This is an optimization exercise on Yosys and OpenROAD, whose aim is small area, a short achievable clock period and few clock cycles, not a production implementation. Only simulation tests tie the RTL to the original design; equivalence was not proved. Power and IR drop assume default switching activity.

==> flow/design.v (excerpt) <==
module matrix_mac_top
#(
  parameter int MATRIX_DIM = 4,
  parameter int ELEM_W     = 16
)
(
  input  logic                                    dca_port_11,
  input  logic                                    dca_port_17,
  input  logic                                    i_start,
  input  logic                                    i_clear,
  input  logic [1:0]                              i_opcode,
  input  logic                                    i_init_acc,
  input  logic [MATRIX_DIM-1:0]                   i_row_mask,
  input  logic [MATRIX_DIM-1:0]                   i_col_mask,
  input  logic [mac_pkg::STEP_W-1:0]              i_steps,
  input  logic [MATRIX_DIM*MATRIX_DIM*ELEM_W-1:0] i_lhs,
  input  logic [MATRIX_DIM*MATRIX_DIM*ELEM_W-1:0] i_rhs,
  output logic                                    o_busy,
  output logic                                    o_step_req,
  output logic                                    o_done,
  output logic [MATRIX_DIM*MATRIX_DIM*ELEM_W-1:0] o_result
);
Size in the first run: roughly 77000 um2 of cells after synthesis.
export LEC_CHECK = 0
export CAP_MARGIN = 10
export CORE_MARGIN = 2
export CORE_UTILIZATION = 40
export SETUP_SLACK_MARGIN = 2.0
export SLEW_MARGIN = 10
create_clock -name core_clock -period 8.0 [get_ports {dca_port_11}]
standard.sh (not shown) runs the stock make flow with config.mk's settings and CLKGATE_MAP_FILE= SYNTH_SCRIPT=/design/flow/synth_recipe.tcl, a recipe that flattens the netlist after the stock synthesis.
==> flow/flow/run.sh <==
#!/bin/bash
# Layout flow: the standard flow (standard.sh) with two changes.
#  1. The port buffers are buf_2 cells instead of the clkdlybuf4s50_1 delay
#     cells that buffer_ports picks by default; every port still gets one.
#  2. After the standard synthesis (run unchanged), fa_polarity.py re-chooses
#     the polarity of each full-adder cell (a full adder is self-dual) so that
#     fewer inverters sit between them. Registers and all other cells are kept.
#     simeq.py compares the netlists by random simulation of every register
#     input and output; if they differ, the standard netlist is used as is.
set -euo pipefail
export BUFFER_PORTS_ARGS="-buffer_cell sky130_fd_sc_hd__buf_2"
R=orfs/results/${FLOW_PLATFORM}/matrix_mac_top/base
LIB=${FLOW_HOME}/platforms/${FLOW_PLATFORM}/lib/sky130_fd_sc_hd__tt_025C_1v80.lib

bash standard.sh synth > standard_synth.log 2>&1
cp "$R/1_2_yosys.v" "$R/1_2_yosys_standard.v"
if python3 flow/fa_polarity.py "$R/1_2_yosys_standard.v" polarity.v > fa_polarity.log 2>&1 &&
   python3 flow/simeq.py "$LIB" "$R/1_2_yosys_standard.v" polarity.v > simeq.log 2>&1; then
  cp polarity.v "$R/1_2_yosys.v"
  rm -f "$R/1_synth.odb" "$R/1_synth.sdc"
else
  echo "polarity step not used" >> fa_polarity.log
fi
bash standard.sh > standard_flow.log 2>&1
Other scripts of this flow, unchanged in this note and not shown: flow/flow/fa_polarity.py, flow/flow/simeq.py
The first run went through all stages and came out clean.
Testbench counts at the start, summed over its fixed seeds: cycles 7,501.
Next try:
Settings changed: CAP_MARGIN 10 to 20, GPL_TIMING_DRIVEN from default to 0, SETUP_SLACK_MARGIN 2.0 to 1.5, SLEW_MARGIN 10 to 20.
Outcome:
- clock skew is about the same
- power rose by 10%
- wire length is higher by 28%
Next try:
Settings changed: GPL_TIMING_DRIVEN 0 to default, SETUP_SLACK_MARGIN 1.5 to 2.0.
The changed run finished clean.
Area after synthesis is unchanged.
Critical path depth came out lower by 1.
Power came out lower by 8.9%.
Sequential power barely changes.
Worst setup slack improved by 600 ps.
Clock skew came out lower by 18 ps.
Hold slack improved by 21 ps.
Design area came out lower by 2.3%.
Die area stays the same.
Next try:
Settings changed: PLACE_DENSITY from default to 0.75.
The changed run finished with timing, DRC and antenna clean.
Hold slack gets worse by 9.7 ps.
Combinational power came out higher by about 4%.
First-iteration DRC count went up by 20%.
Critical path depth rose by 1.
Routed wire length increases by 3.8%.
Fmax fell by 0.69%.
Sequential power stays flat.
Register-to-register slack hardly moves.
Via count is higher by about 3.3%.
Next try:
Settings changed: PLACE_DENSITY 0.75 to default, SETUP_SLACK_MARGIN 2.0 to 1.5.
The new run finished clean.
Design area falls by a few percent.
Fmax falls by a few percent.
Sequential cell count is unchanged.
Die area does not change.
Cell count falls slightly.
Global-route usage falls by 0.89 points.

-- static timing again, ports no longer ideal --
In the flow no input, the clock included, has a driving cell. The finished layouts below were timed again as built, in two steps.
Step 1, drivers: a clkbuf_16 drives dca_port_11 and a buf_2 each remaining input, both assumed.
Step 2 moves the port delays by t, midway between the first and last clock arrival at a register: inputs arrive t later, outputs are due t later. That takes back most of the time a late clock gives input paths.
Slacks: no drivers / after step 1 / after step 2; pairs: no drivers / after step 1.
run	t (ns)	slack for setup (ns)	worst hold slack (ns)	worst setup path at the end	worst register clock-pin slew, ns
the first run	0.804	2.034 / 1.923 / 1.118	0.517 / 0.517 / 0.517	input to register	0.07 / 0.07
the second run	0.843	1.437 / 1.437 / 0.739	0.498 / 0.498 / 0.498	input to register	0.07 / 0.07
the third run	0.811	2.032 / 2.032 / 1.221	0.519 / 0.519 / 0.519	input to register	0.07 / 0.07
the fourth run	0.805	1.991 / 1.965 / 1.160	0.509 / 0.509 / 0.509	input to register	0.07 / 0.07
the fifth run	0.809	1.587 / 1.531 / 0.721	0.516 / 0.516 / 0.516	input to register	0.07 / 0.07
After both steps every run listed still meets setup and hold. For the first run, which loses most, drivers alone change the setup slack by -0.111 ns; drivers and shift together by -0.916 ns.
